This is an optimization exercise on Yosys and OpenROAD, whose aim is small area, not a production implementation. Where RTL was checked, it was by simulation tests only, not by an equivalence proof against the original. No functional check of the RTL was part of run 1. Power and IR drop assume default switching activity.

## standard.sh

```bash
#!/bin/bash
# synth_recipe.tcl (not shown) runs the flow's synth.tcl, then flattens the netlist and writes it again
# the make line also repeats each setting of config.mk as NAME=value (left out here)
make -C /OpenROAD-flow-scripts/flow DESIGN_CONFIG=/design/flow/config.mk WORK_HOME=/design/flow/orfs CLKGATE_MAP_FILE= SYNTH_SCRIPT=/design/flow/synth_recipe.tcl "${@:-finish}"
```

## flow/run.sh

```bash
#!/bin/bash
# The standard layout, except that:
# - ABC maps the logic with area recovery (flow/abc_area.script in place of ORFS's
#   abc_speed.script, in a copy of ORFS's scripts folder); registers are untouched;
# - the port buffers are made from the smallest buffer cell;
# - clock tree synthesis uses fixed sink clusters of clkbuf_8 and no dummy loads.
set -euo pipefail
rm -rf scripts_area
cp -r "$FLOW_HOME/scripts" scripts_area
cp flow/abc_area.script scripts_area/abc_speed.script
bash standard.sh SCRIPTS_DIR="$PWD/scripts_area" \
  BUFFER_PORTS_ARGS="-buffer_cell sky130_fd_sc_hd__buf_1" \
  CTS_ARGS="-sink_clustering_enable -repair_clock_nets -buf_list sky130_fd_sc_hd__clkbuf_8 -sink_clustering_size 19 -sink_clustering_max_diameter 100 -dont_use_dummy_load" \
  finish > flow_make.log 2>&1
```

## flow/abc_area.script

```
&get -n
&st
&dch
&nf -R 1000
&st
&dch
&nf -R 1000
&st
&dch
&nf -R 1000
&put
```

## config.mk

```make
export PLATFORM = sky130hd
export DESIGN_NAME = mem_spi_flash_responder
export DESIGN_NICKNAME = mem_spi_flash_responder
export VERILOG_FILES = /design/flow/design.v
export SDC_FILE = /design/flow/constraint.sdc
export NUM_CORES = 4
export LEC_CHECK = 0
export CAP_MARGIN = 20
export CORE_MARGIN = 2
export CORE_UTILIZATION = 40
export SLEW_MARGIN = 20
```

## constraint.sdc

```tcl
create_clock -name core_clock -period 8.0 [get_ports {clk}]
set_input_delay 1.6000 -clock core_clock [delete_from_list [all_inputs] [get_ports {clk}]]
set_output_delay 1.6000 -clock core_clock [all_outputs]
set_load 0.01 [all_outputs]
```

## design.v

```verilog
module mem_spi_flash_responder #(
  parameter int ADDR_BITS    = 8,
  parameter bit QE_INIT      = 1'b0,
  parameter int DUMMY_CYCLES = 8
) (
  input  logic       clk,
  input  logic       rst,
  input  logic       in_cs_n,
  input  logic       in_sclk,
  input  logic [3:0] in_io,
  output logic [3:0] out_io,
  output logic [3:0] out_io_oe,
  output logic       out_qe,
  output logic       out_wel
);
  localparam logic [3:0] C_NONE  = 4'b0000,
                         C_RD1   = 4'b0001,
                         C_RDQ   = 4'b0011,
                         C_SR1   = 4'b0100,
                         C_SR2   = 4'b0110,
                         C_WREN  = 4'b1000,
                         C_CLR   = 4'b1100,
                         C_WRSR  = 4'b1110,
                         C_PROG  = 4'b1101,
                         C_ERASE = 4'b1111;
  logic [2047:0] ring;
  logic [7:0]    t_q;
  logic          sclk_q;
  logic [5:0]    cnt_q;
  logic [3:0]    cmd_q;
  logic [6:0]    sh_q;
  logic [7:0]    x_q;
  logic [7:0]    rbuf_q;
  logic          wel_q, qe_q, wpend_q, er_pend_q, er_act_q;
  logic       mosi, rise, fall, idle, byte_done, adv, hit, cap, er_on;
  logic [7:0] op, s, tap;
  logic       tap7;
  logic       ph32, ph40;
  assign mosi  = in_io[0];
  assign rise  = in_sclk & ~sclk_q;
  assign fall  = ~in_sclk & sclk_q;
  assign idle  = in_cs_n;
  assign op    = {sh_q, mosi};
  assign ph32  = cnt_q[5];
  assign ph40  = cnt_q[5] & cnt_q[3];
  assign byte_done = rise & (cmd_q == C_PROG) & ph32 & (cnt_q[2:0] == 3'd7);
  assign adv = rise & (((cmd_q == C_RD1) & ph32 & (cnt_q[2:0] == 3'd7)) |
                       ((cmd_q == C_RDQ) & ph40 & ~cnt_q[0]));
  assign s   = x_q + t_q + {7'd0, adv};
  assign cap = ~cmd_q[3] & cmd_q[0] & (s[2:0] == 3'd0);
  assign tap  = ring[{s[7:4], 7'd0} +: 8];
  assign tap7 = ring[{s[7:4], 7'd0} + 64 + 7];
  assign hit = wpend_q & (s[5:0] == 6'd0);
  assign er_on = er_pend_q | er_act_q;
  always_ff @(posedge clk) begin
    for (int p = 0; p < 256; p++) begin
      if (p % 64 == 1) begin
        for (int b = 0; b < 8; b++)
          ring[8*p+b] <= (ring[8*(p-1)+b] & ~(hit & (s[7:6] == 2'((p-1)/64)) & ~rbuf_q[b])) | er_on;
      end else begin
        ring[8*p +: 8] <= ring[8*((p+255)%256) +: 8];
      end
    end
  end
  always_ff @(posedge clk) begin
    t_q    <= t_q + 8'd1;
    sclk_q <= in_sclk;
    if (adv) sh_q <= {sh_q[5:3], rbuf_q[3:0]};
    else if (rise) sh_q <= {sh_q[5:0], mosi};
    if (fall && cnt_q[5:3] != 3'd0 && !cnt_q[5]) x_q <= {x_q[6:0], mosi};
    else if (adv || hit) x_q <= x_q + 8'd1;
    if (byte_done) rbuf_q <= op;
    else if (cap) begin
      if (s[3]) rbuf_q[7] <= tap7;
      else      rbuf_q    <= tap;
    end
  end
  always_ff @(posedge clk) begin
    if (idle) begin
      cnt_q <= '0;
      cmd_q <= C_NONE;
    end else if (rise) begin
      cnt_q[2:0] <= cnt_q[2:0] + 3'd1;
      if (cnt_q[2:0] == 3'd7 && cnt_q[5:3] != 3'd5) cnt_q[5:3] <= cnt_q[5:3] + 3'd1;
      if (cnt_q == 6'd7) begin
        case (op)
          8'h03:        cmd_q <= C_RD1;
          8'h6B:        cmd_q <= qe_q ? C_RDQ : C_NONE;
          8'h05:        cmd_q <= C_SR1;
          8'h35:        cmd_q <= C_SR2;
          8'h31:        cmd_q <= wel_q ? C_WRSR : C_NONE;
          8'h02:        cmd_q <= wel_q ? C_PROG : C_NONE;
          8'hC7, 8'h60: cmd_q <= wel_q ? C_ERASE : C_NONE;
          8'h04:        cmd_q <= wel_q ? C_CLR : C_NONE;
          8'h06:        cmd_q <= C_WREN;
          default:      cmd_q <= C_NONE;
        endcase
      end
    end
  end
  always_ff @(posedge clk) begin
    if (rst) begin
      wel_q     <= 1'b0;
      qe_q      <= QE_INIT;
      wpend_q   <= 1'b0;
      er_pend_q <= 1'b1;
      er_act_q  <= 1'b0;
    end else begin
      if (in_cs_n) begin
        if (cmd_q[3]) wel_q <= ~cmd_q[2];
      end
      if (rise && cmd_q == C_WRSR && cnt_q == 6'd15) qe_q <= sh_q[0];
      if (byte_done) wpend_q <= 1'b1;
      else if (hit) wpend_q <= 1'b0;
      if (in_cs_n && cmd_q == C_ERASE) er_pend_q <= 1'b1;
      else if (t_q[5:0] == 6'd0) er_pend_q <= 1'b0;
      if (er_pend_q && t_q[5:0] == 6'd0) er_act_q <= 1'b1;
      else if (t_q[5:0] == 6'd63) er_act_q <= 1'b0;
    end
  end
  logic       rd1, rdq, srd, sbit;
  logic [3:0] nib;
  assign rd1  = (cmd_q == C_RD1) & ph32;
  assign rdq  = (cmd_q == C_RDQ) & ph40;
  assign srd  = ~cmd_q[3] & cmd_q[2];
  assign sbit = (cmd_q[1] ? qe_q : wel_q) & (cnt_q[2:0] == 3'd6);
  assign nib  = cnt_q[0] ? sh_q[3:0] : rbuf_q[7:4];
  assign out_io_oe = {rdq, rdq, rd1 | rdq | srd, rdq};
  assign out_io    = {nib[3] & rdq, nib[2] & rdq,
                      (rbuf_q[~cnt_q[2:0]] & rd1) | (nib[1] & rdq) | (sbit & srd),
                      nib[0] & rdq};
  assign out_qe    = qe_q;
  assign out_wel   = wel_q;
endmodule
```

==> qor.csv, run 1 <==
metric,value,unit
synth top area cells,"dfxtp_1, mux4_2, edfxtp_1",
sum of negative setup slack,0,ns
number of flops mapped to enable cells by yosys,23,
Clock transition at path regs,0.10,ns
Critical Path Start Type,input pin,
wire length per cell,13.9,um
Mapped Cells,2469,
Peak VDD IR,211,uV
initial core utilization,40.1,%
Yosys top cell by area,dfxtp_1,
row count,123,
worst slew pin tran,0.938,ns
GRT Util Overall,10.0,%
sequential area share after synthesis,93.8,%
final period utilization,72.3,%
via count,16400,
R2R depth,18,
worst r2r dst,ring[521],
Synth Cell Area,45000,um2
Worst Path Max Fanout,13,
Max Freq,173,MHz
Hold Buf Count CTS,0,
vias in the first global route,16400,
"Data required, critical path",8.64,ns
TritonCTS buffer count,121,
hold path startpoint,ring[597],
worst slack at placement,1.48,ns
CTS tree,built,
Root Buffer,clkbuf_8,
clock buffer depth,3,
"Core Util, Final",43.5,%
PnR worst setup slack,2.22,ns
"Slew Viols, Final",0,
die height,339,um
WS Path Type,in2reg,
Worst R2R Setup Slack,2.73,ns
H-tree Lvls,3,
crit end category,flop,
fillcell total,9806,
# nets final,2640,
GPL Wtd Cong,0.800,
yosys warns,1,
pwr/cell area,311,nW/um2
die width,339,um
DRT antenna net count,0,
HPWL Detailed,34600,um
Via-to-Cell Ratio,3.97,
CTS sink cnt,2095,
# IOs,18,
"Distinct cells, synth",45,
area grow syn2layout,8.30,%
"most common cell after layout, fill and taps aside",dfxtp_1,
Tmin final,5.78,ns
final setup violation count,0,
Post-synth ARST share,0,%
worst skew pair latency,0.83,ns
global-route wire length before repair,90700,um
post_cts resized,0,
"Primary FF master, synth",dfxtp_1,
Pleak,19.5,nW
RSZ-0062 raised after global routing,false,
pin count of the biggest net entering global routing,33,
Hold Path Class,reg2reg,
crit path DAT,6.42,ns
final wirelength,57300,um
outcome,"complete, no violations",
number of synthesized register bits,2095,
Fin Clk Skew,0.0974,ns
DIE AREA,115000,um2
Fin. Hold Viols,0,
DRC Markers,0,
placed inst area,47000,um2
First-pass DRT Iterations,5,
share of layout cells above drive strength 1,6.70,%
global route total overflow,0,
setup bufs post-CTS,0,
initial DRC count,964,
initial antenna violation count,9,
Slew headroom,36.9,%
Crit Reg-Reg Startpoint,sclk_q,
top-area cell type share of the netlist area,92.2,%
Max Cap Viol,0,
Worst Hold Path Cells,0,
area of the core,112000,um2
hold endpoint,ring[605],
Mean Syn Cell Area,18.2,um2
I/O Buffers,14,
most frequent cells in the layout,"dfxtp_1, clkbuf_8, nand2_1, o21ai_0, mux4_2",
cell area after layout,48700,um2
syn_nets,2494,
==> sequential cells by signal, indices dropped and copies added (netlist names) <==
signal and cells:
t_q 8, er_pend_q 1, wel_q 1, er_act_q 1, rbuf_q 8, sclk_q 1, ring 2048, sh_q 7
cmd_q 4, cnt_q 6, qe_q 1, wpend_q 1, x_q 8
==> kinds of logic after synthesis <==
kind of cell / count (synthesis) / share of synthesized area, %
AOI/OAI and AO/OA: 95 / 1.26
xor gates and xnor gates: 17 / 0.331
adders and majority gates: 17 / 0.506
buffers and inverters: 16 / 0.159
DFF: 2095 / 93.8
muxes: 46 / 2.09
and+or+nand+nor: 183 / 1.87
==> critical path, stage by stage <==
cell,delay [ns]
buf_1,0.13
nand2b_1,0.18
clkinv_1,0.38
nand2_1,0.27
o32a_1,0.36
clkinv_1,0.17
fa_1,0.42
clkinv_1,0.07
fa_1,0.20
nor2b_1,0.05
o21ai_0,0.17
nand2b_1,0.17
a211oi_1,0.26
nor2_1,0.07
xor2_1,0.23
nor2b_1,0.73
nand2_1,0.56
o21ai_0,0.31
nand2_1,0.07
==> cell usage after synthesis, types with 2 or more instances <==
cell type / n
dfxtp_1: 2072
nand2_1: 83
o21ai_0: 40
mux4_2: 38
nor2_1: 35
edfxtp_1: 23
a21oi_1: 20
ha_1: 15
nand3_1: 14
clkinv_1: 13
nand4_1: 12
xor2_1: 10
a22oi_1: 9
nand2b_1: 7
nor3_1: 7
xnor2_1: 7
a31oi_1: 5
mux2i_1: 5
nor2b_1: 5
o21a_1: 5
a211oi_1: 4
and3_1: 4
buf_4: 3
mux2_1: 3
or3_1: 3
a21o_1: 2
a41oi_1: 2
and2_0: 2
fa_1: 2
nor4_1: 2
o211ai_1: 2
or4_1: 2
==> power breakdown <==
part           switching (mW)  total, mW  internal (mW)
clock network            2.74       4.10           1.36
logic                  0.0171     0.0358         0.0187
registers               0.128       11.0           10.9
total                    2.89       15.1           12.2
==> metal layers <==
layer / wire [um] / track usage (%) / share of wire [%] / vias up
li1: - / - / - / 8086
met1: 29900 / 14.7 / 52 / 7847
met2: 22800 / 14.2 / 40 / 294
met3: 2950 / 2.77 / 5.1 / 135
met4: 1530 / 3.53 / 2.7 / 6
met5: 32 / 0 / 0.056 / -
==> stage by stage <==
| stage | power [mW] | hold slack [ns] | instances |
|---|---|---|---|
| detailed placement | 11.3 | 0.312 | 3992 |
| finish | 15.1 | 0.277 | 4122 |
| global route | 15.7 | 0.295 | 4116 |
| CTS | 15.3 | 0.275 | 4113 |
| global placement | 11.3 | 0.310 | 3992 |
| floorplan | 11.2 | 0.310 | 2469 |
==> cell type report <==
cell class                      instances  area [um2]  share of cell area (%)
Antenna cell                            9        22.5                  0.0462
Tap cell                             1500        1880                    3.85
Timing Repair Buffer                   26         143                   0.293
Multi-Input combinational cell        358        2770                    5.69
Inverter                               13        48.8                   0.100
Clock buffer                          121        1670                    3.42
Sequential cell                      2095       42200                    86.6
==> worst max-delay path by stage <==
stage / startpoint / to / depth (start not counted)
finish: in_sclk / ring[521] / 19
detailed placement: in_sclk / ring[520] / 19
global route: in_sclk / ring[521] / 19
global placement: in_sclk / ring[526] / 19
CTS: in_sclk / ring[521] / 19
floorplan: in_sclk / rbuf_q[7] / 16
==> inputs of run 2 (changes only) <==
--- a/design.v
+++ b/design.v
@@ -48,8 +48,16 @@
                        ((cmd_q == C_RDQ) & ph40 & ~cnt_q[0]));
   assign s   = x_q + t_q + {7'd0, adv};
   assign cap = ~cmd_q[3] & cmd_q[0] & (s[2:0] == 3'd0);
-  assign tap  = ring[{s[7:4], 7'd0} +: 8];
-  assign tap7 = ring[{s[7:4], 7'd0} + 64 + 7];
+  logic [15:0] tsel;
+  always_comb begin
+    tap  = '0;
+    tap7 = 1'b0;
+    for (int i = 0; i < 16; i++) begin
+      tsel[i] = (s[7:4] == 4'(i));
+      tap  = tap | ({8{tsel[i]}} & ring[128*i +: 8]);
+      tap7 = tap7 | (tsel[i] & ring[128*i + 64 + 7]);
+    end
+  end
   assign hit = wpend_q & (s[5:0] == 6'd0);
   assign er_on = er_pend_q | er_act_q;
   always_ff @(posedge clk) begin
--- a/flow/run.sh
+++ b/flow/run.sh
@@ -10,5 +10,5 @@
 cp flow/abc_area.script scripts_area/abc_speed.script
 bash standard.sh SCRIPTS_DIR="$PWD/scripts_area" \
   BUFFER_PORTS_ARGS="-buffer_cell sky130_fd_sc_hd__buf_1" \
-  CTS_ARGS="-sink_clustering_enable -repair_clock_nets -buf_list sky130_fd_sc_hd__clkbuf_8 -sink_clustering_size 19 -sink_clustering_max_diameter 100 -dont_use_dummy_load" \
+  CTS_ARGS="-sink_clustering_enable -repair_clock_nets -buf_list sky130_fd_sc_hd__clkbuf_8 -sink_clustering_size 20 -sink_clustering_max_diameter 100 -dont_use_dummy_load" \
   finish > flow_make.log 2>&1
==> run 2 against run 1 <==
Against the previous run: register-to-register slack got worse by 0.09 ns; critical path depth rose by 4; via count rose by 2.8%; critical path type unchanged; highest routed layer is now met4.
==> qor.csv, run 2 <==
metric,value,unit,change
combinational share of power,0.1,%,about the same
First-pass DRT Iterations,6,,+1
Critical Path Max Stage Delay,0.87,ns,+0.14 ns
Fin. Hold Viols,0,,unchanged
vias in the first global route,16600,,+0.98%
I/O Buffers,14,,unchanged
"Slew Viols, Final",0,,unchanged
share of layout cells above drive strength 1,4.95,%,-1.7 points
HPWL Detailed,41200,um,+19%
Mean Syn Cell Area,17.8,um2,-2.2%
sequential area share after synthesis,94.3,%,+0.52 points
number of synthesized register bits,2095,,unchanged
hold endpoint,ring[222],,
TritonCTS buffer count,117,,-3.3%
internal power,11.8,mW,-3.9%
Reg power frac,72.0,%,-0.7 points
Worst Path Max Fanout,12,,-1
"Slowest-stage cell, CP",nor2_1,,
Peak VDD IR,177,uV,-16%
# nets final,2674,,+1.3%
GRT Util Overall,11.2,%,+1.2 points
sum of negative setup slack,0,ns,unchanged
die height,338,um,-0.27%
Synth Cell Area,44700,um2,-0.55%
area of the core,111000,um2,-1.1%
die width,338,um,-0.27%
Clock transition at path regs,0.11,ns,about the same
PnR worst setup slack,2.17,ns,-0.0467 ns
wire length per cell,15.6,um,+12%
clock buffer depth,3,,unchanged
"Primary FF master, synth",dfxtp_1,,
multi-input logic area,2480,um2,-11%
pwr/cell area,301,nW/um2,-3.2%
sw frac,19.0,%,-0.10 points
Worst R2R Setup Slack,2.64,ns,-0.09 ns
number of flops mapped to enable cells by yosys,23,,unchanged
Tot Pwr,14.5,mW,-4.0%
CTS tree,built,,
RSZ-0062 raised after global routing,false,,
crit end category,flop,,
CP Cell Sequence,buf_1 > nand2b_1 > clkinv_1 > nand2_1 > o32a_1 > clkinv_1 > fa_1 > clkinv_1 > fa_1 > nor2b_1 > nor3_1 > nor2_1 > nand3_1 > nand2_1 > xor2_1 > nand2b_1 > nor2_1 > a222oi_1 > and2_0 > nand3_1 > a221oi_1 > nand2_1 > o21a_1,,
Pleak,18.7,nW,-4.1%
# IOs,18,,unchanged
number of flip-flops in the largest register,2048,,unchanged
final period utilization,72.9,%,+0.58 points
"most common cell after layout, fill and taps aside",dfxtp_1,,
Fin Clk Skew,0.131,ns,+0.0333 ns
via count,16800,,+2.8%
NetSw,2.75,mW,-4.5%
Worst Hold Path Cells,0,,unchanged
global-route wire length before repair,97400,um,+7.4%
Critical Path Start Type,input pin,,
H-tree Lvls,3,,unchanged
Via-to-Cell Ratio,4.06,,+2.4%
yosys warns,1,,unchanged
outcome,"complete, no violations",,
worst slew pin tran,1.15,ns,+0.216 ns
R2R depth,21,,+3
pin count of the biggest net entering global routing,33,,unchanged
most frequent cells in the layout,"dfxtp_1, clkbuf_8, nand2_1, nor2_1, o21ai_0",,
Clk network pwr share,27.9,%,+0.8 points
crit path DAT,6.49,ns,+0.07 ns
WS Path Type,in2reg,,
hold path startpoint,ring[214],,
initial DRC count,1140,,+18%
post_cts resized,0,,unchanged
area grow syn2layout,8.04,%,
DIE AREA,114000,um2,-0.55%
worst skew pair latency,0.78,ns,-0.05 ns
final wirelength,64600,um,+13%
initial core utilization,40.4,%,+0.22 points
DRT antenna net count,0,,unchanged
worst slack at placement,1.39,ns,-0.0931 ns
synth top area cells,"dfxtp_1, edfxtp_1, nand2_1",,
Root Buffer,clkbuf_8,,
most instantiated cells after synthesis,"dfxtp_1, nand2_1, nor2_1, o21ai_0, a222oi_1",,
worst r2r dst,rbuf_q[3],,
"Core Util, Final",43.6,%,+0.13 points
Tmin final,5.83,ns,+0.0467 ns
Slew headroom,22.8,%,-14 points
CTS sink cnt,2095,,unchanged
global route total overflow,0,,unchanged
Mapped Cells,2510,,+1.7%
Biggest register,ring,,
initial antenna violation count,11,,+2
Max Freq,172,MHz,-0.80%
Max Cap Viol,0,,unchanged
Register Area,42200,um2,unchanged
"Distinct cells, synth",47,,+4.4%
final setup violation count,0,,unchanged
Hold Path Class,reg2reg,,
fillcell total,9745,,-0.62%
setup bufs post-CTS,0,,unchanged
syn_nets,2535,,+1.6%
top-area cell type share of the netlist area,92.8,%,+0.51 points
row count,122,,-0.81%
Yosys top cell by area,dfxtp_1,,
GPL Wtd Cong,0.791,,-1.1%
cell with the most instances after synthesis,dfxtp_1,,
Hold Buf Count CTS,0,,unchanged
DRC Markers,0,,unchanged
Crit Reg-Reg Startpoint,cmd_q[1],,
Post-synth ARST share,0,%,unchanged
"Data required, critical path",8.66,ns,+0.02 ns
[run 2: cell types whose count changed in the layout (fill, tap and decap cells not counted), sizes merged, moves of 6 or more]
cell,before,now
mux4,38,2
a222oi,0,30
nor2,35,56
a221oi,1,14
nand4,12,4
nand3,14,20
[run 2: layer usage]
metal | up-vias | GRT usage [%] | wire [um]
met5 | - | 0 | 0
li1 | 8238 | - | -
met3 | 116 | 2.30 | 3090
met2 | 342 | 16.2 | 26500
met1 | 8129 | 16.7 | 33500
met4 | 0 | 3.69 | 1520
[run 2: worst max path at each step]
stage	from	endpoint	depth (start not counted)
final	in_sclk	rbuf_q[3]	23
after global placement	in_sclk	rbuf_q[7]	23
after global routing	in_sclk	rbuf_q[3]	23
after CTS	in_sclk	rbuf_q[3]	23
after floorplan	in_sclk	rbuf_q[3]	22
after detailed placement	in_sclk	rbuf_q[3]	23
[run 2: area by class of cell]
cell class	count	area share (%)
Antenna cell	4	0.0207
Multi-Input combinational cell	396	5.13
Tap cell	1488	3.85
Timing Repair Buffer	23	0.249
Clock buffer	117	3.33
Inverter	16	0.124
Sequential cell	2095	87.3
[run 2: power groups by stage]
stage / sequential (mW) / clock (mW) / combinational [mW]
floorplan: 10.7 / 0 / 0.00984
global placement: 10.7 / 0 / 0.0154
detailed placement: 10.7 / 0 / 0.0155
CTS: 10.4 / 4.24 / 0.0156
global route: 10.5 / 4.62 / 0.0172
finish: 10.4 / 4.05 / 0.0158
[run 2: stage by stage]
stage / hold WS [ns] / instance area (um2) / cells
floorplan: 0.310 / 44700 / 2510
global placement: 0.310 / 46700 / 4018
detailed placement: 0.312 / 46700 / 4018
CTS: 0.254 / 48300 / 4135
global route: 0.257 / 48300 / 4137
finish: 0.257 / 48300 / 4139
[run 2: critical path, delay by kind of cell]
| kind | cells | cell delay, ns |
|---|---|---|
| XOR/XNOR | 1 | 0.31 |
| AND/OR/NAND/NOR | 12 | 2.41 |
| AO/OA/AOI/OAI | 4 | 0.80 |
| adder cells (fa/ha/maj) | 2 | 0.59 |
| buffers and inverters | 4 | 0.76 |
[run 2: logic make-up after synthesis]
logic type               count (synthesis)  share of synthesized area (%)
AO/OA/AOI/OAI                          142                           2.27
adder cells (fa/ha/maj)                 17                          0.509
multiplexers                            10                          0.288
buffers and inverters                   19                          0.185
flip-flops                            2095                           94.3
AND/OR/NAND/NOR                        212                           2.14
XOR/XNOR                                15                          0.294
==> inputs of run 3 (changes only) <==
--- a/design.v
+++ b/design.v
@@ -46,7 +46,14 @@
   assign byte_done = rise & (cmd_q == C_PROG) & ph32 & (cnt_q[2:0] == 3'd7);
   assign adv = rise & (((cmd_q == C_RD1) & ph32 & (cnt_q[2:0] == 3'd7)) |
                        ((cmd_q == C_RDQ) & ph40 & ~cnt_q[0]));
-  assign s   = x_q + t_q + {7'd0, adv};
+  logic [8:0] sc;
+  always_comb begin
+    sc[0] = adv;
+    for (int i = 0; i < 8; i++) begin
+      s[i]    = x_q[i] ^ t_q[i] ^ sc[i];
+      sc[i+1] = (x_q[i] & t_q[i]) | (x_q[i] & sc[i]) | (t_q[i] & sc[i]);
+    end
+  end
   assign cap = ~cmd_q[3] & cmd_q[0] & (s[2:0] == 3'd0);
   logic [15:0] tsel;
   always_comb begin
==> run 3 against run 2 <==
Against the previous run: synthesized cell count fell by 0.68%; clock skew fell by 0.056 ns; non-clock buffer count rose by 2; die area fell by 0.19%; highest routed layer unchanged; clock-buffer cell count fell by 3; register-to-register slack got worse by 0.78 ns; still clean; synthesized area fell by 0.20%; critical path depth rose by 1; core utilization barely moved; sequential power rose by 6%.
==> qor.csv, run 3 <==
metric,value,unit,change
number of flip-flops in the largest register,2048,,unchanged
wire length per cell,15.6,um,about the same
Hold Buf Count CTS,0,,unchanged
row count,122,,unchanged
setup bufs post-CTS,0,,unchanged
Max Cap Viol,0,,unchanged
initial antenna violation count,11,,unchanged
initial core utilization,40.3,%,about the same
highest metal used,met4,,
final period utilization,82.1,%,+9.2 points
First-pass DRT Iterations,7,,+1
worst skew pair latency,0.79,ns,about the same
Post-synth ARST share,0,%,unchanged
RSZ-0062 raised after global routing,false,,
number of synthesized register bits,2095,,unchanged
"Distinct cells, synth",45,,-4.3%
GPL Wtd Cong,0.836,,+5.7%
"Slowest-stage cell, CP",nor2_1,,
pin count of the biggest net entering global routing,33,,unchanged
"Slew Viols, Final",0,,unchanged
Via-to-Cell Ratio,4.05,,-0.26%
Yosys top cell by area,dfxtp_1,,
sum of negative setup slack,0,ns,unchanged
most frequent cells in the layout,"dfxtp_1, clkbuf_8, nand2_1, nor2_1, o21ai_0",,
number of flops mapped to enable cells by yosys,23,,unchanged
most frequent CP cell,fa_1,,
CTS sink cnt,2095,,unchanged
Critical Path Start Type,input pin,,
share of layout cells above drive strength 1,4.91,%,-0.042 points
# IOs,18,,unchanged
cell with the most instances after synthesis,dfxtp_1,,
Fin Clk Skew,0.0743,ns,-0.0564 ns
yosys warns,1,,unchanged
vias in the first global route,16700,,+1.0%
initial DRC count,1063,,-6.8%
DRC Markers,0,,unchanged
# nets final,2655,,-0.71%
Pleak,19.2,nW,+2.2%
crit path DAT,7.21,ns,+0.72 ns
top-area cell type share of the netlist area,92.9,%,+0.18 points
GRT Util Overall,11.4,%,+0.26 points
synth top area cells,"dfxtp_1, edfxtp_1, nand2_1",,
global route total overflow,0,,unchanged
final wirelength,64400,um,-0.33%
area grow syn2layout,8.03,%,about the same
Slew headroom,21.5,%,-1.3 points
Synth Cell Area,44600,um2,-0.20%
Tmin final,6.57,ns,+0.737 ns
die width,338,um,about the same
"Primary FF master, synth",dfxtp_1,,
Fin. Hold Viols,0,,unchanged
Critical Path Max Stage Delay,0.84,ns,-0.03 ns
most instantiated cells after synthesis,"dfxtp_1, nand2_1, nor2_1, o21ai_0, a222oi_1",,
WS Path Type,in2reg,,
Hold Path Class,reg2reg,,
sequential area share after synthesis,94.5,%,+0.19 points
post_cts resized,0,,unchanged
area of the core,111000,um2,-0.14%
"most common cell after layout, fill and taps aside",dfxtp_1,,
CTS tree,built,,
Tot Pwr,15.0,mW,+3.5%
Mapped Cells,2493,,-0.68%
Worst Path Max Fanout,12,,unchanged
Biggest register,ring,,
metal1 wirelength,33700,um,+0.80%
worst slew pin tran,1.17,ns,+0.0198 ns
Root Buffer,clkbuf_8,,
outcome,"complete, no violations",,
TritonCTS buffer count,114,,-2.6%
global-route wire length before repair,98100,um,+0.67%
DRT antenna net count,0,,unchanged
HPWL Detailed,41500,um,+0.68%
Peak VDD IR,141,uV,-21%
Met2 Routed Length,25700,um,-3.1%
crit end category,flop,,
via count,16700,,-0.55%
Max Freq,152,MHz,-11%
"CP delay by family, top",adder cells,,
DIE AREA,114000,um2,-0.19%
critical path buffer and inverter count,6,,+2
Mean Syn Cell Area,17.9,um2,+0.48%
Clock transition at path regs,0.13,ns,+0.02 ns
final setup violation count,0,,unchanged
H-tree Lvls,3,,unchanged
"Data required, critical path",8.64,ns,-0.02 ns
die height,338,um,about the same
clock buffer depth,3,,unchanged
I/O Buffers,14,,unchanged
CP Cell Sequence,buf_1 > nand2b_1 > clkinv_1 > buf_4 > nand2_1 > o32a_1 > clkinv_1 > fa_1 > fa_1 > fa_1 > clkinv_1 > fa_1 > fa_1 > fa_1 > clkinv_1 > fa_1 > xnor2_1 > nand2b_1 > nor2_1 > a222oi_1 > and3_1 > nand3_1 > a221oi_1 > a31oi_1,,
pwr/cell area,312,nW/um2,+3.7%
syn_nets,2517,,-0.71%
Met3 Wirelength,2730,um,-12%
[run 3: changes by cell type in the layout (fill, tap and decap cells not counted), sizes merged, moves of 5 or more]
cell,previous run,this run
a31oi,2,7
ha,15,9
clkinv,16,21
diode,4,10
nand4,4,11
nand2,87,76
a21oi,16,24
fa,2,7
nor2,56,44
[run 3: kinds of logic after synthesis]
group,count (synthesis),synth area share (%)
compound gates,143,2.24
xor+xnor,12,0.236
fa+ha+maj,16,0.566
buf+inv,24,0.227
flops,2095,94.5
mux,9,0.238
simple gates,194,2.00
[run 3: final timing paths]
kind | startpoint | end | slack [ns] | cells past startpoint
worst max-delay path | in_sclk | rbuf_q[5] | 1.43 | 24
worst min-delay path | ring[2040] | ring[0] | 0.28 | 0
worst max register to register | cnt_q[0] | rbuf_q[5] | 1.86 | 22
worst min register to register | ring[2040] | ring[0] | 0.28 | 0
[run 3: where the power goes]
group          switching [mW]  total, mW  internal (mW)
clock network            2.71       4.00           1.28
logic                  0.0156     0.0264         0.0108
registers               0.143       11.0           10.9
total                    2.87       15.0           12.2
[run 3: layout make-up]
type	instances	area (um2)
Clock buffer	114	1570
Sequential cell	2095	42200
Fill cell	9595	62500
Inverter	21	78.8
Antenna cell	10	25.0
Tap cell	1488	1860
Multi-Input combinational cell	374	2370
Timing Repair Buffer	25	135
[run 3: through the flow]
| step | util, % | worst slack [ns] | hold WS [ns] | area, um2 | std cells |
|---|---|---|---|---|---|
| after floorplan | - | 1.54 | 0.310 | 44600 | 2493 |
| after detailed placement | 42.1 | 0.632 | 0.312 | 46600 | 4003 |
| after global placement | 42.1 | 0.771 | 0.310 | 46600 | 4003 |
| after CTS | 43.5 | 1.57 | 0.262 | 48200 | 4117 |
| after global routing | 43.5 | 1.15 | 0.283 | 48200 | 4121 |
| final | 43.6 | 1.43 | 0.278 | 48200 | 4127 |
[run 3: layer usage]
metal,up-vias,track usage (%)
met5,-,0
met4,0,4.66
met1,8057,17.0
met2,339,16.2
li1,8191,-
met3,145,2.32
==> inputs of run 4 (changes only) <==
--- a/flow/run.sh
+++ b/flow/run.sh
@@ -10,5 +10,5 @@
 cp flow/abc_area.script scripts_area/abc_speed.script
 bash standard.sh SCRIPTS_DIR="$PWD/scripts_area" \
   BUFFER_PORTS_ARGS="-buffer_cell sky130_fd_sc_hd__buf_1" \
-  CTS_ARGS="-sink_clustering_enable -repair_clock_nets -buf_list sky130_fd_sc_hd__clkbuf_8 -sink_clustering_size 20 -sink_clustering_max_diameter 100 -dont_use_dummy_load" \
+  CTS_ARGS="-sink_clustering_enable -repair_clock_nets -buf_list sky130_fd_sc_hd__clkbuf_8 -sink_clustering_size 20 -sink_clustering_max_diameter 60 -dont_use_dummy_load" \
   finish > flow_make.log 2>&1
==> run 4 against run 3 <==
Against the previous run: via count increased by 0.93%; global-route usage increased by 0.17 points; still clean; first-iteration DRC count increased by 6.7%; cell count increased by 0.34%; power increased by 1.7%; wire length increased by 0.59%; setup slack got worse by 0.019 ns.
==> qor.csv, run 4 <==
metric,value,unit,change
Hold Buf Count CTS,0,,unchanged
"Primary FF master, synth",dfxtp_1,,
most frequent CP cell,fa_1,,
sw frac,19.1,%,+0.042 points
vias in the first global route,16900,,+1.3%
Max Cap Viol,0,,unchanged
combinational share of power,0.2,%,about the same
cell with the most instances after synthesis,dfxtp_1,,
row count,122,,unchanged
initial core utilization,40.3,%,unchanged
final setup violation count,0,,unchanged
Pleak,19.3,nW,+0.64%
R2R depth,22,,unchanged
syn_nets,2517,,unchanged
DIE AREA,114000,um2,unchanged
global-route wire length before repair,98700,um,+0.63%
I/O Buffers,14,,unchanged
GRT Util Overall,11.6,%,+0.17 points
Worst Path Max Fanout,12,,unchanged
Crit Reg-Reg Startpoint,cnt_q[0],,
share of layout cells above drive strength 1,5.52,%,+0.61 points
final wirelength,64700,um,+0.59%
number of flip-flops in the largest register,2048,,unchanged
"Distinct cells, synth",45,,unchanged
area of the core,111000,um2,unchanged
die width,338,um,unchanged
Clock transition at path regs,0.11,ns,-0.02 ns
# IOs,18,,unchanged
HPWL Detailed,41500,um,unchanged
WS Path Type,in2reg,,
H-tree Lvls,4,,+1
most frequent cells in the layout,"dfxtp_1, clkbuf_8, nand2_1, nor2_1, o21ai_0",,
clock buffer depth,3,,unchanged
Tot Pwr,15.3,mW,+1.7%
CTS tree,built,,
number of flops mapped to enable cells by yosys,23,,unchanged
DRC Markers,0,,unchanged
CTS sink cnt,2095,,unchanged
placed inst area,46600,um2,unchanged
wire length per cell,15.6,um,+0.25%
Met3 Wirelength,3210,um,+18%
First-pass DRT Iterations,7,,unchanged
synth top area cells,"dfxtp_1, edfxtp_1, nand2_1",,
crit end category,flop,,
Reg power frac,72.0,%,-1.2 points
"Slew Viols, Final",0,,unchanged
yosys warns,1,,unchanged
crit path DAT,7.20,ns,about the same
CP Cell Sequence,buf_1 > nand2b_1 > clkinv_1 > buf_4 > nand2_1 > o32a_1 > clkinv_1 > fa_1 > fa_1 > fa_1 > clkinv_1 > fa_1 > fa_1 > fa_1 > clkinv_1 > fa_1 > xnor2_1 > nand2b_1 > nor2_1 > a222oi_1 > and3_1 > nand3_1 > a221oi_1 > a31oi_1,,
Via-to-Cell Ratio,4.08,,+0.59%
worst slew pin tran,1.14,ns,-0.0307 ns
Biggest register,ring,,
sum of negative setup slack,0,ns,unchanged
Critical Path Max Stage Delay,0.83,ns,about the same
TritonCTS buffer count,131,,+15%
top-area cell type share of the netlist area,92.9,%,unchanged
RSZ-0062 raised after global routing,false,,
Peak VDD IR,140,uV,-0.45%
area grow syn2layout,8.53,%,
Yosys top cell by area,dfxtp_1,,
Clk network pwr share,27.8,%,+1.2 points
Root Buffer,clkbuf_8,,
pwr/cell area,315,nW/um2,+1.2%
sequential area share after synthesis,94.5,%,unchanged
global route total overflow,0,,unchanged
hold endpoint,ring[1304],,
worst skew pair latency,0.81,ns,+0.02 ns
Mean Syn Cell Area,17.9,um2,unchanged
Max Freq,152,MHz,-0.30%
hold path startpoint,ring[1296],,
die height,338,um,unchanged
outcome,"complete, no violations",,
cell area after layout,48400,um2,+0.47%
Mapped Cells,2493,,unchanged
most instantiated cells after synthesis,"dfxtp_1, nand2_1, nor2_1, o21ai_0, a222oi_1",,
setup bufs post-CTS,0,,unchanged
Synth Cell Area,44600,um2,unchanged
metal1 wirelength,33500,um,-0.65%
number of synthesized register bits,2095,,unchanged
via count,16900,,+0.93%
"Slowest-stage cell, CP",nor2_1,,
Critical Path Start Type,input pin,,
Fin Clk Skew,0.112,ns,+0.0381 ns
highest metal used,met4,,
initial antenna violation count,11,,unchanged
GPL Wtd Cong,0.836,,unchanged
Met2 Routed Length,25600,um,-0.42%
Worst Hold Path Cells,0,,unchanged
NetSw,2.92,mW,+1.9%
Tmin final,6.58,ns,+0.0194 ns
internal power,12.3,mW,+1.6%
Slew headroom,23.5,%,+2.1 points
"Data required, critical path",8.62,ns,-0.02 ns
# nets final,2672,,+0.64%
Hold Path Class,reg2reg,,
worst r2r dst,rbuf_q[5],,
post_cts resized,0,,unchanged
Worst R2R Setup Slack,1.89,ns,+0.03 ns
Fin. Hold Viols,0,,unchanged
"most common cell after layout, fill and taps aside",dfxtp_1,,
initial DRC count,1134,,+6.7%
DRT antenna net count,0,,unchanged
final period utilization,82.3,%,+0.24 points
pin count of the biggest net entering global routing,33,,unchanged
Post-synth ARST share,0,%,unchanged
## run 4: cell counts after synthesis
Identical to the previous run, type by type.
## run 4: worst max-delay path by stage
stage	start	slack, ns	to	cells past startpoint
2_1_floorplan	in_sclk	1.54	rbuf_q[6]	22
3_3_place_gp	in_sclk	0.77	rbuf_q[2]	26
3_5_place_dp	in_sclk	0.63	rbuf_q[5]	24
4_1_cts	in_sclk	1.54	rbuf_q[5]	24
5_1_grt	in_sclk	1.09	rbuf_q[7]	24
6_report	in_sclk	1.42	rbuf_q[5]	24
## run 4: cell type report
| class | count | area [um2] |
|---|---|---|
| Antenna cell | 7 | 17.5 |
| Clock buffer | 131 | 1800 |
| Fill cell | 9564 | 62200 |
| Inverter | 21 | 78.8 |
| Multi-Input combinational cell | 374 | 2370 |
| Sequential cell | 2095 | 42200 |
| Tap cell | 1488 | 1860 |
| Timing Repair Buffer | 25 | 135 |
## run 4: cells by family (layout without fill, tap and decap cells)
logic type	Yosys count	count (layout)	synth area share (%)
flip-flops	2095	2095	94.5
AND/OR/NAND/NOR	194	194	2.00
AO/OA/AOI/OAI	143	143	2.24
buffers and inverters	24	177	0.227
adder cells (fa/ha/maj)	16	16	0.566
XOR/XNOR	12	12	0.236
multiplexers	9	9	0.238
other	0	7	0
## run 4: power groups by stage
stage	Combinational, mW	Sequential [mW]	Clock, mW
final	0.0263	11.0	4.25
after CTS	0.0264	11.0	4.45
after detailed placement	0.0262	11.2	0
after floorplan	0.0179	11.2	0
after global placement	0.0256	11.2	0
after global routing	0.0301	11.0	4.84
## run 4: metrics by stage
step / util, % / cells / hold WS, ns / setup slack [ns]
detailed placement: 42.1 / 4003 / 0.312 / 0.632
finish: 43.8 / 4141 / 0.235 / 1.42
global placement: 42.1 / 4003 / 0.310 / 0.771
global route: 43.8 / 4135 / 0.218 / 1.09
floorplan: - / 2493 / 0.310 / 1.54
CTS: 43.7 / 4134 / 0.219 / 1.54
## run 4: worst max-delay path, delay by kind of cell
family	cells	cell delay, ns
compound gates	4	0.84
fa+ha+maj	7	2.04
buf+inv	6	0.70
simple gates	6	1.66
xor+xnor	1	0.34
## run 4: routing by layer
layer / track usage (%) / up-vias
li1: - / 8222
met1: 16.9 / 8113
met2: 16.1 / 390
met3: 2.84 / 162
met4: 5.52 / 0
met5: 0 / -
==> inputs of run 5 (changes only) <==
--- a/flow/run.sh
+++ b/flow/run.sh
@@ -10,5 +10,5 @@
 cp flow/abc_area.script scripts_area/abc_speed.script
 bash standard.sh SCRIPTS_DIR="$PWD/scripts_area" \
   BUFFER_PORTS_ARGS="-buffer_cell sky130_fd_sc_hd__buf_1" \
-  CTS_ARGS="-sink_clustering_enable -repair_clock_nets -buf_list sky130_fd_sc_hd__clkbuf_8 -sink_clustering_size 20 -sink_clustering_max_diameter 60 -dont_use_dummy_load" \
+  CTS_ARGS="-sink_clustering_enable -repair_clock_nets -buf_list sky130_fd_sc_hd__clkbuf_8 -sink_clustering_size 20 -sink_clustering_max_diameter 70 -dont_use_dummy_load" \
   finish > flow_make.log 2>&1
==> run 5 against run 4 <==
Against the previous run: synthesized area unchanged; clock power down 4%; via count down 0.60%; core utilization down 0.17 points; worst hold slack better by 0.025 ns; setup slack better by 0.0017 ns; critical path depth unchanged; cell area down 0.39%; register-to-register slack about the same; first-iteration DRC count up 3.4%.
==> qor.csv, run 5 <==
metric,value,unit,change
outcome,"complete, no violations",,
global route hottest layer,met1,,
Synth Area in XOR/XNOR,0.236,%,unchanged
TritonCTS buffer count,117,,-11%
most frequent cells in the layout,"dfxtp_1, clkbuf_8, nand2_1, nor2_1, o21ai_0",,
Mean Syn Cell Area,17.9,um2,unchanged
Yosys top cell by area,dfxtp_1,,
mux cell area share after synthesis,0.238,%,unchanged
worst r2r dst,rbuf_q[5],,
I/O Buffers,14,,unchanged
initial DRC count,1173,,+3.4%
number of flops mapped to enable cells by yosys,23,,unchanged
Hold Buf Count CTS,0,,unchanged
setup bufs post-CTS,0,,unchanged
adder-cell share of the synthesized area,0.566,%,unchanged
final setup violation count,0,,unchanged
internal power,12.2,mW,-1.3%
DIE AREA,114000,um2,unchanged
wire length per cell,15.7,um,+0.35%
pwr/cell area,313,nW/um2,-0.84%
sequential area share after synthesis,94.5,%,unchanged
CTS tree,built,,
crit end category,flop,,
NetSw,2.90,mW,-0.80%
Synth Cell Area,44600,um2,unchanged
RSZ-0062 raised after global routing,false,,
pin count of the biggest net entering global routing,33,,unchanged
WS Path Type,in2reg,,
R2R depth,22,,unchanged
Mapped Cells,2493,,unchanged
Critical Path Max Stage Delay,0.85,ns,+0.02 ns
"Slowest-stage cell, CP",nor2_1,,
share of layout cells above drive strength 1,5.02,%,-0.50 points
First-pass DRT Iterations,9,,+2
post-synthesis compound-gate area fraction,2.24,%,unchanged
most frequent CP cell,fa_1,,
via count,16800,,-0.60%
number of flip-flops in the largest register,2048,,unchanged
vias in the first global route,16700,,-1.2%
Worst Hold Path Cells,0,,unchanged
top-area cell type share of the netlist area,92.9,%,unchanged
final wirelength,64800,um,about the same
Clk network pwr share,26.9,%,-0.9 points
CP Cell Sequence,buf_1 > nand2b_1 > clkinv_1 > buf_4 > nand2_1 > o32a_1 > clkinv_1 > fa_1 > fa_1 > fa_1 > clkinv_1 > fa_1 > fa_1 > fa_1 > clkinv_1 > fa_1 > xnor2_1 > nand2b_1 > nor2_1 > a222oi_1 > and3_1 > nand3_1 > a221oi_1 > a31oi_1,,
die width,338,um,unchanged
"CP delay by family, top",adder cells,,
sw frac,19.2,%,+0.083 points
DRC Markers,0,,unchanged
Clock transition at path regs,0.11,ns,about the same
area grow syn2layout,8.11,%,
yosys warns,1,,unchanged
most instantiated cells after synthesis,"dfxtp_1, nand2_1, nor2_1, o21ai_0, a222oi_1",,
hold endpoint,ring[530],,
global route total overflow,0,,unchanged
# nets final,2658,,-0.52%
CTS sink cnt,2095,,unchanged
DRT antenna net count,0,,unchanged
Via-to-Cell Ratio,4.07,,-0.29%
Peak VDD IR,177,uV,+27%
critical path buffer and inverter count,6,,unchanged
Fin Clk Skew,0.0711,ns,-0.0413 ns
GRT met2 Usage,16.2,%,+0.065 points
clock buffer depth,3,,unchanged
Simple-Gate Fraction of Synth Area,2.00,%,unchanged
Max Freq,152,MHz,about the same
Slew headroom,22.1,%,-1.5 points
syn_nets,2517,,unchanged
GPL Wtd Cong,0.836,,unchanged
Hold Path Class,reg2reg,,
GRT Util Overall,11.5,%,-0.11 points
row count,122,,unchanged
met1 usage,17.0,%,+0.10 points
Reg power frac,72.9,%,+0.9 points
area of the core,111000,um2,unchanged
synth top area cells,"dfxtp_1, edfxtp_1, nand2_1",,
"Core Util, Final",43.6,%,-0.17 points
largest family of logic cells by synthesized area,compound AO/OA/AOI/OAI gates,,
Critical Path Start Type,input pin,,
Biggest register,ring,,
# IOs,18,,unchanged
initial core utilization,40.3,%,unchanged
worst slew pin tran,1.16,ns,+0.0217 ns
global-route wire length before repair,98300,um,-0.36%
Max Cap Viol,0,,unchanged
Pleak,19.2,nW,-0.52%
Fin. Hold Viols,0,,unchanged
"most common cell after layout, fill and taps aside",dfxtp_1,,
Worst R2R Setup Slack,1.90,ns,about the same
combinational share of power,0.2,%,about the same
initial antenna violation count,10,,-1
"Slew Viols, Final",0,,unchanged
"Primary FF master, synth",dfxtp_1,,
Root Buffer,clkbuf_8,,
worst hold slack,0.259,ns,+0.0247 ns
H-tree Lvls,3,,-1
worst skew pair latency,0.80,ns,about the same
final period utilization,82.3,%,about the same
die height,338,um,unchanged
M3 GR Usage,2.47,%,-0.38 points
post_cts resized,0,,unchanged
"Distinct cells, synth",45,,unchanged
Worst Path Max Fanout,12,,unchanged
"Data required, critical path",8.65,ns,+0.03 ns
sum of negative setup slack,0,ns,unchanged
number of synthesized register bits,2095,,unchanged
hold path startpoint,ring[522],,
cell with the most instances after synthesis,dfxtp_1,,
HPWL Detailed,41500,um,unchanged
Tmin final,6.58,ns,-0.00168 ns
Crit Reg-Reg Startpoint,cnt_q[0],,
Post-synth ARST share,0,%,unchanged
crit path DAT,7.23,ns,+0.03 ns
run 5: cell count changes in the layout (fill, tap and decap cells not counted):
cell      before  now
clkbuf_8     131  117
diode_2        7    8
run 5: final cells by class:
class / count / area (um2)
Timing Repair Buffer: 25 / 135
Clock buffer: 117 / 1610
Fill cell: 9588 / 62400
Multi-Input combinational cell: 374 / 2370
Tap cell: 1488 / 1860
Antenna cell: 8 / 20.0
Sequential cell: 2095 / 42200
Inverter: 21 / 78.8
run 5: cell families (layout without fill, tap and decap cells):
kind of cell / Yosys count / in the layout
AO/OA/AOI/OAI: 143 / 143
XOR/XNOR: 12 / 12
adder cells (fa/ha/maj): 16 / 16
buffers and inverters: 24 / 163
flip-flops: 2095 / 2095
multiplexers: 9 / 9
other: 0 / 8
AND/OR/NAND/NOR: 194 / 194
run 5: metal layers:
layer | up-vias | part of all wire, %
met1 | 8068 | 52
met2 | 362 | 40
li1 | 8198 | -
met4 | 0 | 3.7
met5 | - | 0
met3 | 157 | 4.8
run 5: power groups by stage:
stage          combinational (mW)  clock (mW)  sequential, mW
6_report                   0.0265        4.06            11.0
5_1_grt                    0.0301        4.62            11.0
4_1_cts                    0.0264        4.24            11.0
3_5_place_dp               0.0262           0            11.2
3_3_place_gp               0.0256           0            11.2
2_1_floorplan              0.0179           0            11.2
run 5: worst max path at each step:
stage,startpoint,end,slack (ns),depth (start not counted)
6_report,in_sclk,rbuf_q[5],1.42,24
3_3_place_gp,in_sclk,rbuf_q[2],0.77,26
5_1_grt,in_sclk,rbuf_q[7],1.16,24
4_1_cts,in_sclk,rbuf_q[5],1.57,24
3_5_place_dp,in_sclk,rbuf_q[5],0.63,24
2_1_floorplan,in_sclk,rbuf_q[6],1.54,22
run 5: metrics by stage:
stage	worst slack (ns)	area, um2	instances	power, mW
6_report	1.42	48200	4128	15.1
5_1_grt	1.16	48200	4124	15.7
4_1_cts	1.57	48200	4120	15.3
3_5_place_dp	0.632	46600	4003	11.3
3_3_place_gp	0.771	46600	4003	11.3
2_1_floorplan	1.54	44600	2493	11.2
==> inputs of run 6 (changes only) <==
--- a/design.v
+++ b/design.v
@@ -78,7 +78,7 @@
     end
   end
   always_ff @(posedge clk) begin
-    t_q    <= t_q + 8'd1;
+    t_q    <= rst ? 8'd0 : t_q + 8'd1;
     sclk_q <= in_sclk;
     if (adv) sh_q <= {sh_q[5:3], rbuf_q[3:0]};
     else if (rise) sh_q <= {sh_q[5:0], mosi};
==> run 6 against run 5 <==
Against the previous run: die area is 0.14% higher; largest power group unchanged; wire length down 1.5%; power rose by 9.9%; clock skew increased by 0.035 ns; non-clock buffer count decreased by 3; still clean on timing, DRC and antenna; cell area up 0.13%.
==> qor.csv, run 6 <==
metric,value,unit,change
worst skew pair latency,0.80,ns,about the same
Worst Path Max Fanout,12,,unchanged
CTS tree,built,,
pin count of the biggest net entering global routing,33,,unchanged
I/O Buffers,14,,unchanged
R2R depth,22,,unchanged
Pleak,19.4,nW,+0.96%
Tot Pwr,16.6,mW,+9.9%
post_cts resized,0,,unchanged
"Distinct cells, synth",49,,+8.9%
Max Freq,149,MHz,-2.2%
final setup violation count,0,,unchanged
RSZ-0062 raised after global routing,false,,
DRT antenna net count,0,,unchanged
TritonCTS buffer count,119,,+1.7%
area of the core,111000,um2,unchanged
worst hold slack,0.237,ns,-0.0218 ns
"most common cell after layout, fill and taps aside",dfxtp_1,,
"Primary FF master, synth",dfxtp_1,,
DRC Markers,0,,unchanged
GPL Wtd Cong,0.918,,+9.8%
synth top area cells,"dfxtp_1, edfxtp_1, nand2_1",,
most instantiated cells after synthesis,"dfxtp_1, nand2_1, nor2_1, o21ai_0, a21oi_1",,
"Core Util, Final",43.7,%,+0.057 points
outcome,"complete, no violations",,
sequential area share after synthesis,94.4,%,-0.13 points
Tmin final,6.73,ns,+0.148 ns
HPWL Detailed,41800,um,+0.77%
Hold Path Class,reg2reg,,
fillcell total,9526,,-0.65%
vias in the first global route,16900,,+0.85%
number of flip-flops in the largest register,2048,,unchanged
worst slew pin tran,0.999,ns,-0.165 ns
Mean Syn Cell Area,17.8,um2,-0.50%
initial core utilization,40.4,%,+0.055 points
Mapped Cells,2509,,+0.64%
Yosys top cell by area,dfxtp_1,,
Clock transition at path regs,0.12,ns,about the same
clock buffer depth,3,,unchanged
Synth Cell Area,44700,um2,+0.14%
via count,17000,,+1.4%
most frequent cells in the layout,"dfxtp_1, clkbuf_8, nand2_1, nor2_1, o21ai_0",,
DIE AREA,114000,um2,+0.14%
PnR worst setup slack,1.27,ns,-0.148 ns
pwr/cell area,343,nW/um2,+9.8%
GRT Util Overall,11.2,%,-0.33 points
Peak VDD IR,192,uV,+8.4%
Fin Clk Skew,0.106,ns,+0.0352 ns
final wirelength,63800,um,-1.5%
global-route wire length before repair,98100,um,-0.25%
die height,338,um,about the same
Root Buffer,clkbuf_8,,
die width,338,um,about the same
Max Cap Viol,0,,unchanged
hold endpoint,ring[984],,
sum of negative setup slack,0,ns,unchanged
initial DRC count,1422,,+21%
Via-to-Cell Ratio,4.11,,+0.98%
initial antenna violation count,18,,+8
CTS sink cnt,2095,,unchanged
Post-synth ARST share,0,%,unchanged
Critical Path Start Type,input pin,,
Worst R2R Setup Slack,1.88,ns,-0.02 ns
cell with the most instances after synthesis,dfxtp_1,,
First-pass DRT Iterations,8,,-1
"Data required, critical path",8.60,ns,-0.05 ns
Hold Buf Count CTS,0,,unchanged
Worst Hold Path Cells,0,,unchanged
worst slack at placement,0.575,ns,-0.0578 ns
syn_nets,2533,,+0.64%
worst r2r dst,rbuf_q[7],,
row count,122,,unchanged
global route total overflow,0,,unchanged
area grow syn2layout,8.10,%,about the same
# IOs,18,,unchanged
yosys warns,1,,unchanged
Crit Reg-Reg Startpoint,sclk_q,,
final period utilization,84.1,%,+1.9 points
WS Path Type,in2reg,,
"Slew Viols, Final",0,,unchanged
wire length per cell,15.4,um,-1.8%
number of synthesized register bits,2095,,unchanged
# nets final,2673,,+0.56%
hold path startpoint,ring[976],,
crit path DAT,7.33,ns,+0.10 ns
H-tree Lvls,3,,unchanged
setup bufs post-CTS,0,,unchanged
Slew headroom,33.4,%,+11 points
Fin. Hold Viols,0,,unchanged
crit end category,flop,,
top-area cell type share of the netlist area,92.8,%,-0.13 points
share of layout cells above drive strength 1,4.91,%,-0.10 points
Biggest register,ring,,
number of flops mapped to enable cells by yosys,23,,unchanged
## run 6: logic make-up (layout without fill, tap and decap cells)
| family | Yosys count | in the layout | synth area share, % |
|---|---|---|---|
| flip-flops | 2095 | 2095 | 94.4 |
| AND/OR/NAND/NOR | 204 | 204 | 2.09 |
| AO/OA/AOI/OAI | 155 | 155 | 2.41 |
| buffers and inverters | 24 | 162 | 0.227 |
| adder cells (fa/ha/maj) | 16 | 16 | 0.566 |
| multiplexers | 8 | 8 | 0.213 |
| XOR/XNOR | 7 | 7 | 0.137 |
| other | 0 | 9 | 0 |
## run 6: worst max-delay path, stage by stage
cell and delay [ns]:
buf_1 0.12, nand2b_1 0.19, clkinv_1 0.37, nand2_1 0.32
o32a_1 0.36, clkinv_1 0.15, fa_1 0.39, fa_1 0.39
fa_1 0.39, clkinv_1 0.07, fa_1 0.17, fa_1 0.19
fa_1 0.19, clkinv_1 0.08, fa_1 0.38, xnor2_1 0.38
nand2b_1 0.19, nor2_1 0.75, a22o_1 0.24, a221oi_1 0.05
nand3_1 0.13, nor2_1 0.05, o21ai_0 0.16
## run 6: cell type report
cell class | count | area [um2] | area share (%)
tap | 1488 | 1860 | 3.85
multi-input combinational | 390 | 2420 | 5.02
timing repair buffer | 22 | 113 | 0.233
inverter | 21 | 78.8 | 0.163
antenna | 9 | 22.5 | 0.0466
clock buffer | 119 | 1640 | 3.39
sequential | 2095 | 42200 | 87.3
## run 6: worst max-delay path by stage
| stage | to | slack, ns | cells after the start | start |
|---|---|---|---|---|
| 2_1_floorplan | rbuf_q[2] | 1.59 | 21 | in_sclk |
| 3_3_place_gp | rbuf_q[4] | 0.78 | 23 | in_sclk |
| 3_5_place_dp | rbuf_q[4] | 0.57 | 23 | in_sclk |
| 4_1_cts | rbuf_q[7] | 1.43 | 24 | in_sclk |
| 5_1_grt | rbuf_q[7] | 1.05 | 24 | in_sclk |
| 6_report | rbuf_q[7] | 1.27 | 23 | in_sclk |
## run 6: report_power, final
| group | internal (mW) | switching (mW) |
|---|---|---|
| clock | 1.34 | 2.73 |
| combinational | 0.0274 | 0.0436 |
| sequential | 12.0 | 0.494 |
| total | 13.3 | 3.26 |
## run 6: through the flow
stage               cells  area [um2]
floorplan            2509       44700
global placement     4016       46600
detailed placement   4016       46600
CTS                  4135       48300
global route         4137       48300
finish               4144       48300
## run 6: routing by layer
metal | vias up | track usage, % | routed length, um
met1 | 8143 | 16.6 | 32200
met4 | 6 | 5.14 | 2590
met3 | 171 | 2.90 | 4280
met2 | 452 | 15.1 | 24700
li1 | 8244 | - | -
met5 | - | 0 | 29

what the ideal ports hide:
The results above use ideal ports. As a check the final layouts listed here were re-extracted and re-timed, cells and wires unchanged.
Step 1 assumes that a clkbuf_16 drives the clock port and a buf_2 every other input.
Step 2 also shifts input and output timing later by t, the mid clock arrival at the registers, as if the neighbouring blocks saw the same clock.
a / b / c = no drivers / after step 1 / after step 2; a / b = the first two.
| run | t, ns | slack for setup (ns) | worst setup path at the end | worst register clock-pin slew, ns | worst data-port slew with drivers (ns) |
|---|---|---|---|---|---|
| run 1 | 0.845 | 2.218 / 2.181 / 1.336 | input to register | 0.12 / 0.12 | 0.15 |
| run 2 | 0.786 | 2.171 / 2.212 / 1.426 | input to register | 0.12 / 0.12 | 0.24 |
| run 3 | 0.816 | 1.435 / 1.425 / 0.609 | input to register | 0.13 / 0.13 | 0.10 |
| run 4 | 0.816 | 1.415 / 1.405 / 0.590 | input to register | 0.12 / 0.12 | 0.10 |
| run 5 | 0.816 | 1.417 / 1.407 / 0.591 | input to register | 0.12 / 0.12 | 0.11 |
| run 6 | 0.789 | 1.269 / 1.292 / 0.502 | input to register | 0.12 / 0.12 | 0.08 |
After both steps every run listed still meets setup and hold. For run 1, which loses most, drivers alone change the setup slack by -0.037 ns; drivers and shift together by -0.882 ns.
